Context: an optimization exercise on an open-source flow, tuned for a short achievable clock period and few clock cycles per item. The choices shown serve that exercise and are no tape-out recipe.
Only simulation tests tie the RTL to the original design; equivalence was not proved.
Power and IR drop assume default switching activity.

<file path="flow/run.sh">
#!/bin/bash
# synth_recipe.tcl (not shown) runs the flow's synth.tcl, then flattens the netlist and writes it again
# the make line also repeats each setting of config.mk as NAME=value (left out here)
make -C /OpenROAD-flow-scripts/flow DESIGN_CONFIG=/design/flow/config.mk WORK_HOME=/design/flow/orfs CLKGATE_MAP_FILE= SYNTH_SCRIPT=/design/flow/synth_recipe.tcl finish
</file>
<file path="flow/constraint.sdc">
create_clock -name core_clock -period 6.0 [get_ports {clk_cpu}]
set_input_delay 1.2000 -clock core_clock [delete_from_list [all_inputs] [get_ports {clk_cpu}]]
set_output_delay 1.2000 -clock core_clock [all_outputs]
set_load 0.01 [all_outputs]
</file>
<file path="flow/design.v">
`timescale 1ns/1ps
`default_nettype none
package cpu_pkg;
    typedef logic [32-1:0] word_t;
    typedef logic [$clog2(32)-1:0] reg_addr_t;
    localparam logic [6:0] OPC_OP     = 7'b0110011;
    localparam logic [6:0] OPC_OP_IMM = 7'b0010011;
    localparam logic [6:0] OPC_LUI    = 7'b0110111;
    typedef struct packed {
        logic ena;         
        logic wr;          
        logic use_rs2;     
        logic lui;         
        logic u_add;       
        logic sub;
        logic u_cmp;       
        logic cmp_signed;
        logic u_sll;
        logic u_sr;
        logic sra;
        logic u_lg;        
        logic m_xor;
        logic m_or;
        logic m_and;
        logic m_b;         
    } ctl_t;
endpackage
`default_nettype wire
`timescale 1ns/1ps
`default_nettype none
module fetch_unit (
    input  wire                 clk_cpu,
    input  wire                 reset_i,
    input  wire [31:0]          irom_inst_i,
    output cpu_pkg::word_t      irom_addr_o,
    input  wire                 d_wr_i,
    input  wire cpu_pkg::reg_addr_t d_rd_i,
    input  wire                 e_wr_i,
    input  wire cpu_pkg::reg_addr_t e_rd_i,
    output logic [31:0]         inst_o,
    output cpu_pkg::ctl_t       ctl_o,
    output logic [31:0]         rs1_oh_o,
    output logic [31:0]         rs2_oh_o,
    output logic                fwd_e1_o,    
    output logic                fwd_e2_o,
    output logic                fwd_w1_o,    
    output logic                fwd_w2_o,
    output logic                valid_o
);
    logic [29:0] pc_q;
    logic [6:0]  opcode;
    logic [2:0]  f3;
    logic [4:0]  rd, rs1, rs2;
    logic        is_op, is_imm, is_lui, is_alu;
    cpu_pkg::ctl_t ctl;
    assign irom_addr_o = {pc_q, 2'b00};
    always_ff @(posedge clk_cpu) begin
        if (reset_i) begin
            pc_q    <= '0;
            valid_o <= 1'b0;
        end else begin
            pc_q    <= pc_q + 30'd1;
            valid_o <= 1'b1;
        end
    end
    assign opcode = irom_inst_i[6:0];
    assign f3     = irom_inst_i[14:12];
    assign rd     = irom_inst_i[11:7];
    assign rs1    = irom_inst_i[19:15];
    assign rs2    = irom_inst_i[24:20];
    assign is_op  = opcode == cpu_pkg::OPC_OP;
    assign is_imm = opcode == cpu_pkg::OPC_OP_IMM;
    assign is_lui = opcode == cpu_pkg::OPC_LUI;
    assign is_alu = is_op | is_imm;
    always_comb begin
        ctl            = '0;
        ctl.ena        = is_alu | is_lui;
        ctl.wr         = (is_alu | is_lui) && rd != '0;
        ctl.use_rs2    = is_op;
        ctl.lui        = is_lui;
        ctl.u_add      = is_alu && f3 == 3'b000;
        ctl.sub        = is_op && f3 == 3'b000 && irom_inst_i[30];
        ctl.u_cmp      = is_alu && f3[2:1] == 2'b01;
        ctl.cmp_signed = !f3[0];
        ctl.u_sll      = is_alu && f3 == 3'b001;
        ctl.u_sr       = is_alu && f3 == 3'b101;
        ctl.sra        = irom_inst_i[30];
        ctl.u_lg       = (is_alu && (f3 == 3'b100 || f3[2:1] == 2'b11)) || is_lui;
        ctl.m_xor      = is_alu && f3 == 3'b100;
        ctl.m_or       = is_alu && f3 == 3'b110;
        ctl.m_and      = is_alu && f3 == 3'b111;
        ctl.m_b        = is_lui;
    end
    always_ff @(posedge clk_cpu) begin
        inst_o   <= irom_inst_i;
        ctl_o    <= ctl;
        for (int i = 0; i < 32; i++) begin
            rs1_oh_o[i] <= rs1 == 5'(i);
            rs2_oh_o[i] <= rs2 == 5'(i);
        end
        fwd_e1_o <= d_wr_i && d_rd_i == rs1;
        fwd_e2_o <= d_wr_i && d_rd_i == rs2;
        fwd_w1_o <= e_wr_i && e_rd_i == rs1;
        fwd_w2_o <= e_wr_i && e_rd_i == rs2;
    end
endmodule
`default_nettype wire
`timescale 1ns/1ps
`default_nettype none
module decode_unit (
    input  wire                     clk_cpu,
    input  wire                     reset_i,
    input  wire [31:0]              inst_i,
    input  wire cpu_pkg::ctl_t      ctl_i,
    input  wire [31:0]              rs1_oh_i,
    input  wire [31:0]              rs2_oh_i,
    input  wire                     fwd_e1_i,
    input  wire                     fwd_e2_i,
    input  wire                     fwd_w1_i,
    input  wire                     fwd_w2_i,
    input  wire                     valid_i,
    output logic                    d_wr_o,
    input  wire cpu_pkg::word_t     alu_res_i,
    input  wire                     wb_we_i,
    input  wire cpu_pkg::reg_addr_t wb_rd_i,
    input  wire cpu_pkg::word_t     wb_value_i,
    output logic                    ex_valid_o,
    output logic                    ex_wr_o,
    output logic                    ex_ena_o,
    output cpu_pkg::reg_addr_t      ex_rd_o,
    output cpu_pkg::word_t          add_a_o,
    output cpu_pkg::word_t          add_b_o,
    output logic                    add_c_o,
    output cpu_pkg::word_t          cmp_a_o,
    output cpu_pkg::word_t          cmp_b_o,
    output cpu_pkg::word_t          sll_d_o,
    output logic [3:0]              sll_lo_o,
    output logic [7:0]              sll_hi_o,
    output cpu_pkg::word_t          sr_d_o,
    output logic                    sr_fill_o,
    output logic [3:0]              sr_lo_o,
    output logic [7:0]              sr_hi_o,
    output cpu_pkg::word_t          lg_a_o,
    output cpu_pkg::word_t          lg_b_o,
    output logic [3:0]              lg_m_o
);
    cpu_pkg::ctl_t ctl;
    cpu_pkg::word_t imm;
    assign ctl    = ctl_i;
    assign d_wr_o = valid_i && ctl.wr;
    assign imm    = ctl.lui ? {inst_i[31:12], 12'b0} : {{20{inst_i[31]}}, inst_i[31:20]};
    cpu_pkg::word_t regs [1:31];
    for (genvar i = 1; i < 32; i++) begin : g_rf
        always_ff @(posedge clk_cpu) begin
            if (wb_we_i && wb_rd_i == 5'(i)) begin
                regs[i] <= wb_value_i;
            end
        end
    end
    function automatic cpu_pkg::word_t rf_read(input logic [31:0] oh);
        cpu_pkg::word_t v;
        v = '0;
        for (int i = 1; i < 32; i++) begin
            v = v | ({32{oh[i]}} & regs[i]);
        end
        rf_read = v;
    endfunction
    cpu_pkg::word_t rf1, rf2, a_early, b_early, a_val, b_val;
    logic sel_e1, sel_e2;
    assign rf1     = fwd_w1_i ? wb_value_i : rf_read(rs1_oh_i);
    assign rf2     = fwd_w2_i ? wb_value_i : rf_read(rs2_oh_i);
    assign a_early = ctl.lui ? '0 : rf1;
    assign b_early = ctl.use_rs2 ? rf2 : imm;
    assign sel_e1  = fwd_e1_i && !ctl.lui;
    assign sel_e2  = fwd_e2_i && ctl.use_rs2;
    assign a_val = sel_e1 ? alu_res_i : a_early;
    assign b_val = sel_e2 ? alu_res_i : b_early;
    function automatic logic [3:0] oh4(input logic [1:0] v);
        oh4 = 4'b0001 << v;
    endfunction
    function automatic logic [7:0] oh8(input logic [2:0] v);
        oh8 = 8'b0000_0001 << v;
    endfunction
    always_ff @(posedge clk_cpu) begin
        if (reset_i) begin
            ex_valid_o <= 1'b0;
            ex_wr_o    <= 1'b0;
        end else begin
            ex_valid_o <= valid_i;
            ex_wr_o    <= valid_i && ctl.wr;
        end
    end
    always_ff @(posedge clk_cpu) begin
        ex_ena_o  <= ctl.ena;
        ex_rd_o   <= inst_i[11:7];
        add_a_o   <= ctl.u_add ? a_val : '0;
        add_b_o   <= ctl.u_add ? (b_val ^ {32{ctl.sub}}) : '0;
        add_c_o   <= ctl.u_add && ctl.sub;
        cmp_a_o   <= ctl.u_cmp ? (a_val ^ {ctl.cmp_signed, 31'b0}) : '0;
        cmp_b_o   <= ctl.u_cmp ? (b_val ^ {ctl.cmp_signed, 31'b0}) : '0;
        sll_d_o   <= ctl.u_sll ? a_val : '0;
        sll_lo_o  <= ctl.u_sll ? oh4(b_val[1:0]) : '0;
        sll_hi_o  <= ctl.u_sll ? oh8(b_val[4:2]) : '0;
        sr_d_o    <= ctl.u_sr ? a_val : '0;
        sr_fill_o <= ctl.u_sr && ctl.sra && a_val[31];
        sr_lo_o   <= ctl.u_sr ? oh4(b_val[1:0]) : '0;
        sr_hi_o   <= ctl.u_sr ? oh8(b_val[4:2]) : '0;
        lg_a_o    <= ctl.u_lg ? a_val : '0;
        lg_b_o    <= ctl.u_lg ? b_val : '0;
        lg_m_o    <= {ctl.m_b, ctl.m_and, ctl.m_or, ctl.m_xor};
    end
endmodule
`default_nettype wire
`timescale 1ns/1ps
`default_nettype none
module execute_unit (
    input  wire cpu_pkg::word_t add_a_i,
    input  wire cpu_pkg::word_t add_b_i,
    input  wire                 add_c_i,
    input  wire cpu_pkg::word_t cmp_a_i,
    input  wire cpu_pkg::word_t cmp_b_i,
    input  wire cpu_pkg::word_t sll_d_i,
    input  wire [3:0]           sll_lo_i,
    input  wire [7:0]           sll_hi_i,
    input  wire cpu_pkg::word_t sr_d_i,
    input  wire                 sr_fill_i,
    input  wire [3:0]           sr_lo_i,
    input  wire [7:0]           sr_hi_i,
    input  wire cpu_pkg::word_t lg_a_i,
    input  wire cpu_pkg::word_t lg_b_i,
    input  wire [3:0]           lg_m_i,
    output cpu_pkg::word_t      result_o
);
    cpu_pkg::word_t sum, sll, sr, lg;
    logic lt;
    logic [34:0] sll_t;
    logic [62:0] sr_ext;
    logic [59:0] sr_t;
    logic [32:0] sum33;
    assign sum33 = {add_a_i, 1'b1} + {add_b_i, add_c_i};
    assign sum   = sum33[32:1];
    assign lt  = cmp_a_i < cmp_b_i;
    always_comb begin
        sll_t = '0;
        for (int k = 0; k < 4; k++) sll_t = sll_t | ({35{sll_lo_i[k]}} & (35'(sll_d_i) << k));
        sll = '0;
        for (int j = 0; j < 8; j++) sll = sll | ({32{sll_hi_i[j]}} & 32'(sll_t << (4 * j)));
    end
    always_comb begin
        sr_ext = {{31{sr_fill_i}}, sr_d_i};
        sr_t = '0;
        for (int k = 0; k < 4; k++) sr_t = sr_t | ({60{sr_lo_i[k]}} & 60'(sr_ext >> k));
        sr = '0;
        for (int j = 0; j < 8; j++) sr = sr | ({32{sr_hi_i[j]}} & 32'(sr_t >> (4 * j)));
    end
    assign lg = ({32{lg_m_i[0]}} & (lg_a_i ^ lg_b_i))
              | ({32{lg_m_i[1]}} & (lg_a_i | lg_b_i))
              | ({32{lg_m_i[2]}} & (lg_a_i & lg_b_i))
              | ({32{lg_m_i[3]}} & lg_b_i);
    assign result_o = sum | {31'b0, lt} | sll | sr | lg;
endmodule
`default_nettype wire
`timescale 1ns/1ps
`default_nettype none
module result_unit (
    input  wire                     clk_cpu,
    input  wire                     reset_i,
    input  wire                     valid_i,
    input  wire                     wr_i,
    input  wire                     ena_i,
    input  wire cpu_pkg::reg_addr_t rd_i,
    input  wire cpu_pkg::word_t     result_i,
    output logic                    wb_we_o,
    output cpu_pkg::reg_addr_t      wb_rd_o,
    output cpu_pkg::word_t          wb_value_o,
    output logic                    debug_wb_have_inst_o,
    output cpu_pkg::word_t          debug_wb_pc_o,
    output logic                    debug_wb_ena_o,
    output cpu_pkg::reg_addr_t      debug_wb_reg_o,
    output cpu_pkg::word_t          debug_wb_value_o
);
    logic               valid_q;
    logic               ena_q;
    logic               we_q;
    logic [29:0]        pc_q;
    cpu_pkg::reg_addr_t rd_q;
    cpu_pkg::word_t     value_q;
    always_ff @(posedge clk_cpu) begin
        if (reset_i) begin
            valid_q <= 1'b0;
            we_q    <= 1'b0;
        end else begin
            valid_q <= valid_i;
            we_q    <= wr_i;
        end
    end
    always_ff @(posedge clk_cpu) begin
        pc_q    <= valid_q ? pc_q + 30'd1 : '0;
        ena_q   <= ena_i;
        rd_q    <= rd_i;
        value_q <= result_i;
    end
    assign wb_we_o    = we_q;
    assign wb_rd_o    = rd_q;
    assign wb_value_o = value_q;
    assign debug_wb_have_inst_o = valid_q;
    assign debug_wb_pc_o        = {pc_q, 2'b00};
    assign debug_wb_ena_o       = ena_q;
    assign debug_wb_reg_o       = rd_q;
    assign debug_wb_value_o     = value_q;
endmodule
`default_nettype wire
`timescale 1ns/1ps
`default_nettype none
module cpu (
    input  wire                        clk_cpu,
    input  wire                        reset_i,
    input  wire [32-1:0]  irom_inst_i,
    output cpu_pkg::word_t             irom_addr_o,
    output logic                       debug_wb_have_inst_o,
    output cpu_pkg::word_t             debug_wb_pc_o,
    output logic                       debug_wb_ena_o,
    output cpu_pkg::reg_addr_t         debug_wb_reg_o,
    output cpu_pkg::word_t             debug_wb_value_o
);
    logic [31:0]        fd_inst;
    cpu_pkg::ctl_t      fd_ctl;
    logic [31:0]        fd_rs1_oh, fd_rs2_oh;
    logic               fd_fwd_e1, fd_fwd_e2, fd_fwd_w1, fd_fwd_w2;
    logic               fd_valid;
    logic               d_wr;
    logic               ex_valid, ex_wr, ex_ena;
    cpu_pkg::reg_addr_t ex_rd;
    cpu_pkg::word_t     add_a, add_b, cmp_a, cmp_b, sll_d, sr_d, lg_a, lg_b;
    logic               add_c, sr_fill;
    logic [3:0]         sll_lo, sr_lo, lg_m;
    logic [7:0]         sll_hi, sr_hi;
    cpu_pkg::word_t     alu_res;
    logic               wb_we;
    cpu_pkg::reg_addr_t wb_rd;
    cpu_pkg::word_t     wb_value;
    fetch_unit u_fetch (
        .clk_cpu     (clk_cpu),
        .reset_i     (reset_i),
        .irom_inst_i (irom_inst_i),
        .irom_addr_o (irom_addr_o),
        .d_wr_i      (d_wr),
        .d_rd_i      (fd_inst[11:7]),
        .e_wr_i      (ex_wr),
        .e_rd_i      (ex_rd),
        .inst_o      (fd_inst),
        .ctl_o       (fd_ctl),
        .rs1_oh_o    (fd_rs1_oh),
        .rs2_oh_o    (fd_rs2_oh),
        .fwd_e1_o    (fd_fwd_e1),
        .fwd_e2_o    (fd_fwd_e2),
        .fwd_w1_o    (fd_fwd_w1),
        .fwd_w2_o    (fd_fwd_w2),
        .valid_o     (fd_valid)
    );
    decode_unit u_decode (
        .clk_cpu    (clk_cpu),
        .reset_i    (reset_i),
        .inst_i     (fd_inst),
        .ctl_i      (fd_ctl),
        .rs1_oh_i   (fd_rs1_oh),
        .rs2_oh_i   (fd_rs2_oh),
        .fwd_e1_i   (fd_fwd_e1),
        .fwd_e2_i   (fd_fwd_e2),
        .fwd_w1_i   (fd_fwd_w1),
        .fwd_w2_i   (fd_fwd_w2),
        .valid_i    (fd_valid),
        .d_wr_o     (d_wr),
        .alu_res_i  (alu_res),
        .wb_we_i    (wb_we),
        .wb_rd_i    (wb_rd),
        .wb_value_i (wb_value),
        .ex_valid_o (ex_valid),
        .ex_wr_o    (ex_wr),
        .ex_ena_o   (ex_ena),
        .ex_rd_o    (ex_rd),
        .add_a_o    (add_a),
        .add_b_o    (add_b),
        .add_c_o    (add_c),
        .cmp_a_o    (cmp_a),
        .cmp_b_o    (cmp_b),
        .sll_d_o    (sll_d),
        .sll_lo_o   (sll_lo),
        .sll_hi_o   (sll_hi),
        .sr_d_o     (sr_d),
        .sr_fill_o  (sr_fill),
        .sr_lo_o    (sr_lo),
        .sr_hi_o    (sr_hi),
        .lg_a_o     (lg_a),
        .lg_b_o     (lg_b),
        .lg_m_o     (lg_m)
    );
    execute_unit u_execute (
        .add_a_i   (add_a),
        .add_b_i   (add_b),
        .add_c_i   (add_c),
        .cmp_a_i   (cmp_a),
        .cmp_b_i   (cmp_b),
        .sll_d_i   (sll_d),
        .sll_lo_i  (sll_lo),
        .sll_hi_i  (sll_hi),
        .sr_d_i    (sr_d),
        .sr_fill_i (sr_fill),
        .sr_lo_i   (sr_lo),
        .sr_hi_i   (sr_hi),
        .lg_a_i    (lg_a),
        .lg_b_i    (lg_b),
        .lg_m_i    (lg_m),
        .result_o  (alu_res)
    );
    result_unit u_result (
        .clk_cpu              (clk_cpu),
        .reset_i              (reset_i),
        .valid_i              (ex_valid),
        .wr_i                 (ex_wr),
        .ena_i                (ex_ena),
        .rd_i                 (ex_rd),
        .result_i             (alu_res),
        .wb_we_o              (wb_we),
        .wb_rd_o              (wb_rd),
        .wb_value_o           (wb_value),
        .debug_wb_have_inst_o (debug_wb_have_inst_o),
        .debug_wb_pc_o        (debug_wb_pc_o),
        .debug_wb_ena_o       (debug_wb_ena_o),
        .debug_wb_reg_o       (debug_wb_reg_o),
        .debug_wb_value_o     (debug_wb_value_o)
    );
endmodule
`default_nettype wire
</file>
<file path="flow/config.mk">
export PLATFORM = sky130hd
export DESIGN_NAME = cpu
export DESIGN_NICKNAME = cpu
export VERILOG_FILES = /design/flow/design.v
export SDC_FILE = /design/flow/constraint.sdc
export NUM_CORES = 4
export LEC_CHECK = 0
export CAP_MARGIN = 20
export CORE_MARGIN = 2
export CORE_UTILIZATION = 40
export SETUP_SLACK_MARGIN = 3.6
export SLEW_MARGIN = 20
export TNS_END_PERCENT = 100
</file>
==> results.cfg <==
[worst_setup_path]
crit_family = simple AND/OR/NAND/NOR gates
critical-path-slowest-cell = nor3_4
cp_cell_sequence = buf_12 > buf_12 > a22o_1 > a221oi_1 > nand3_1 > nor3_4 > o31ai_2 > a31oi_4 > buf_6 > nor2_1
path_class = reg -> reg
cp_slowest_stage_delay_ns = 0.79
path_max_fanout = 17
critical_path_arrival_ns = 3.62
cp_common_cell = buf_12
cp-start-kind = register
crit_buf_inv = 3
cp.required_ns = 6.66
end_kind = register

[pwr]
switching_share_pct = 24.3
irDropWorstVdd_mv = 0.301
p_clk_share_pct = 45.4
internal_power_w = 0.0174
pwr-share-comb_pct = 7.2
powerDensity_mw_per_mm2 = 262
seq_power_share_pct = 47.4
p_sw_w = 0.00559
p_leak_nw = 29.4

[yosys]
synth_xor_area_share_pct = 1.27
ys_types = 86
async_flop_share_pct = 0
ys_seq_elements = 1492
seq_area_frac_synth_pct = 62.1
ys.warnings.count = 5
yosys_most_used_dff = edfxtp_1
synth_edf_count = 992
avgSynthCellArea_um2 = 12.3
synthAdderAreaFrac_pct = 2.53
syn_inst = 5216
synth_compound_gate_area_share_pct = 21.0
yosys-mux-area-fraction_pct = 0.600
synthSimpleGateAreaFrac_pct = 9.47
synth_top_family_by_area = compound AO/OA/AOI/OAI gates
synth_area_mm2 = 0.0641

[floorplan]
die_w_um = 404
start_util_pct = 40.4
io-pin-count = 137
die_area_mm2 = 0.163
core_area_mm2 = 0.159
rows = 146
die_y_um = 404

[clock_tree]
cts_buffers = 162
clock_sinks = 1492
clockBufferDepth = 3
cts_tree = yes
path_clk_slew_ns = 0.07
cts-htree-levels = 4
clkLatencyLatePin_ns = 0.84
cts_root_buf = clkbuf_16

[detailed_routing]
dr.pass1.iters = 12
via_per_inst = 7.40
drc = 0
drt_iter0_markers = 13700
ant_nets = 0
wl_per_cell_um = 42.6
wirelength_um = 353000
vias = 61300

[placement]
portBuffers = 132
place_inst = 7271
place.gp.congestion = 1.03
place_hpwl_um = 192000

[worst_hold_path]
hold_class = reg -> reg

[timing]
setup-violations-final = 0
tightest_slew_ns = 1.12
finalMaxSlewViolations = 0
skew_ns = 0.0668
holdWs_ns = 0.325
rsz0062_at_grt = yes
max_freq_mhz = 339
period_share_pct = 49.2
min_period_ns = 2.95
hold_viol_final = 0
fin_tns_setup_ns = 0
slew_headroom_pct = 25.2

[finish]
syn2layout_area_growth_pct = 36.9
final_cell_mix = edfxtp_1 (992), buf_4 (553), a22oi_1 (459)
drive_above_1_share_pct = 35.1
n_fill_cell = 12700
multi_input_area_mm2 = 0.0272
final_util_pct = 55.3
seq_area_mm2 = 0.0404
final_cells = 8283
layout_commonest_cell = edfxtp_1
nNetsFinal = 6211

[run]
cap_violations = 0

[grt]
grt_use_total_pct = 41.4
antenna_found_initial = 27
grt_start_max_net_pins = 49
grt_pass1_vias = 56400
grt_overflow = 0
grt_pass1_wl_um = 465000

[run_status]
status = no timing/DRC/antenna violations
## Yosys cell counts, types with 95 or more instances
library cell	number	area share (%)
nand3_1	128	1.0
a221oi_1	331	4.5
a22o_1	345	4.7
edfxtp_1	992	46
a22oi_1	517	6.1
clkbuf_1	302	1.8
inv_1	140	0.82
nand2_1	220	1.3
dfxtp_1	500	16
nand4_1	167	1.6
ha_1	128	2.5
nor2_1	329	1.9
a21oi_1	184	1.4
and2_1	95	0.93
nor3_1	113	0.88
## area by class of cell
class,instances,area share (%)
Clock buffer,207,5.07
Inverter,148,0.646
Tap cell,2072,2.96
Timing Repair Buffer,1030,13.0
Antenna cell,30,0.0856
Sequential cell,1492,46.0
Clock inverter,90,1.17
Multi-Input combinational cell,3214,31.0
## sequential cells by signal, summed over array words and instances (netlist names), 31 cells and up
name              flops
u_decode.regs       992
u_decode.lg_b_o      32
u_decode.cmp_a_o     32
u_result.value_q     32
u_decode.cmp_b_o     32
u_decode.lg_a_o      32
u_decode.add_a_o     32
u_decode.add_b_o     32
u_fetch.rs1_oh_o     31
u_decode.sll_d_o     32
u_fetch.rs2_oh_o     31
u_decode.sr_d_o      32
## per-layer routing
layer  wire [µm]  up-vias  GRT usage (%)  part of all wire [%]
met5         792        -           2.44                  0.22
li1            -    22700              -                     -
met1      114000    29500           47.5                    32
met4       37300       40           30.8                    11
met3       61900     2399           22.3                    18
met2      139000     6722           57.5                    39
## worst reg2reg max path: cells and delay by family, from the launching register on
kind	cells	cell delay, ns
flip-flops	1	0.42
AND/OR/NAND/NOR	3	1.02
buffers and inverters	3	0.51
AO/OA/AOI/OAI	4	0.85
## final timing paths
check	startpoint	endpoint	slack [ns]	depth (start not counted)
setup / recovery	u_fetch.rs2_oh_o[28]$_DFF_P_	u_decode.lg_b_o[18]$_SDFF_PN0_	3.05	10
setup reg to reg	u_fetch.rs2_oh_o[28]$_DFF_P_	u_decode.lg_b_o[18]$_SDFF_PN0_	3.05	10
hold reg to reg	u_fetch.ctl_o[3]$_DFF_P_	u_decode.lg_m_o[0]$_DFF_P_	0.32	0
hold / removal	u_fetch.ctl_o[3]$_DFF_P_	u_decode.lg_m_o[0]$_DFF_P_	0.32	0
## logic make-up after synthesis
family	Yosys count
other	1
AO/OA/AOI/OAI	1734
buffers and inverters	515
flip-flops	1492
XOR/XNOR	93
multiplexers	36
adder cells (fa/ha/maj)	129
AND/OR/NAND/NOR	1216
## what timing repair did
action	CTS	global route
pin swaps	280	205
hold buffers	0	0
gates resized for setup	1677	373
setup endpoints to repair	637	724
setup buffers	508	133
cloned	39	5
## through the flow
stage / worst slack, ns / instance area (µm²) / power, W
after global routing: 3.01 / 87700 / 0.0233
after CTS: 3.02 / 84900 / 0.0227
after global placement: 2.24 / 68800 / 0.0122
final: 3.05 / 87700 / 0.0230
after detailed placement: 2.16 / 68900 / 0.0122
after floorplan: 3.40 / 64300 / 0.0116
## power by group through the flow
stage / registers, W / logic, W / clock network (W)
5_1_grt: 0.0109 / 0.00165 / 0.0108
4_1_cts: 0.0109 / 0.00145 / 0.0104
6_report: 0.0109 / 0.00166 / 0.0104
2_1_floorplan: 0.0111 / 0.000529 / 0
3_5_place_dp: 0.0112 / 0.00104 / 0
3_3_place_gp: 0.0112 / 0.00103 / 0
Testbench counts, summed over its fixed seeds: cycles 24,016, items 24,000.

static timing again, ports no longer ideal:
Ports are ideal in the flow. The routed layout listed here was re-timed in OpenROAD. Step 1 assumes that a clkbuf_16 drives the clock port and a buf_2 every other input. Step 2 also shifts input and output timing later by t, the mid clock arrival at the registers, as if the neighbouring blocks saw the same clock. Three values: ideal, step 1, step 2; two values: the first two.
t, ns: 0.903
setup WS [ns]: 3.048 / 3.048 / 2.734
worst hold slack (ns): 0.325 / 0.325 / 0.325
worst setup path at the end: input to register
After both steps this run still meets setup and hold. For this run, drivers alone change the setup slack by 0.000 ns; drivers and shift together by -0.314 ns.
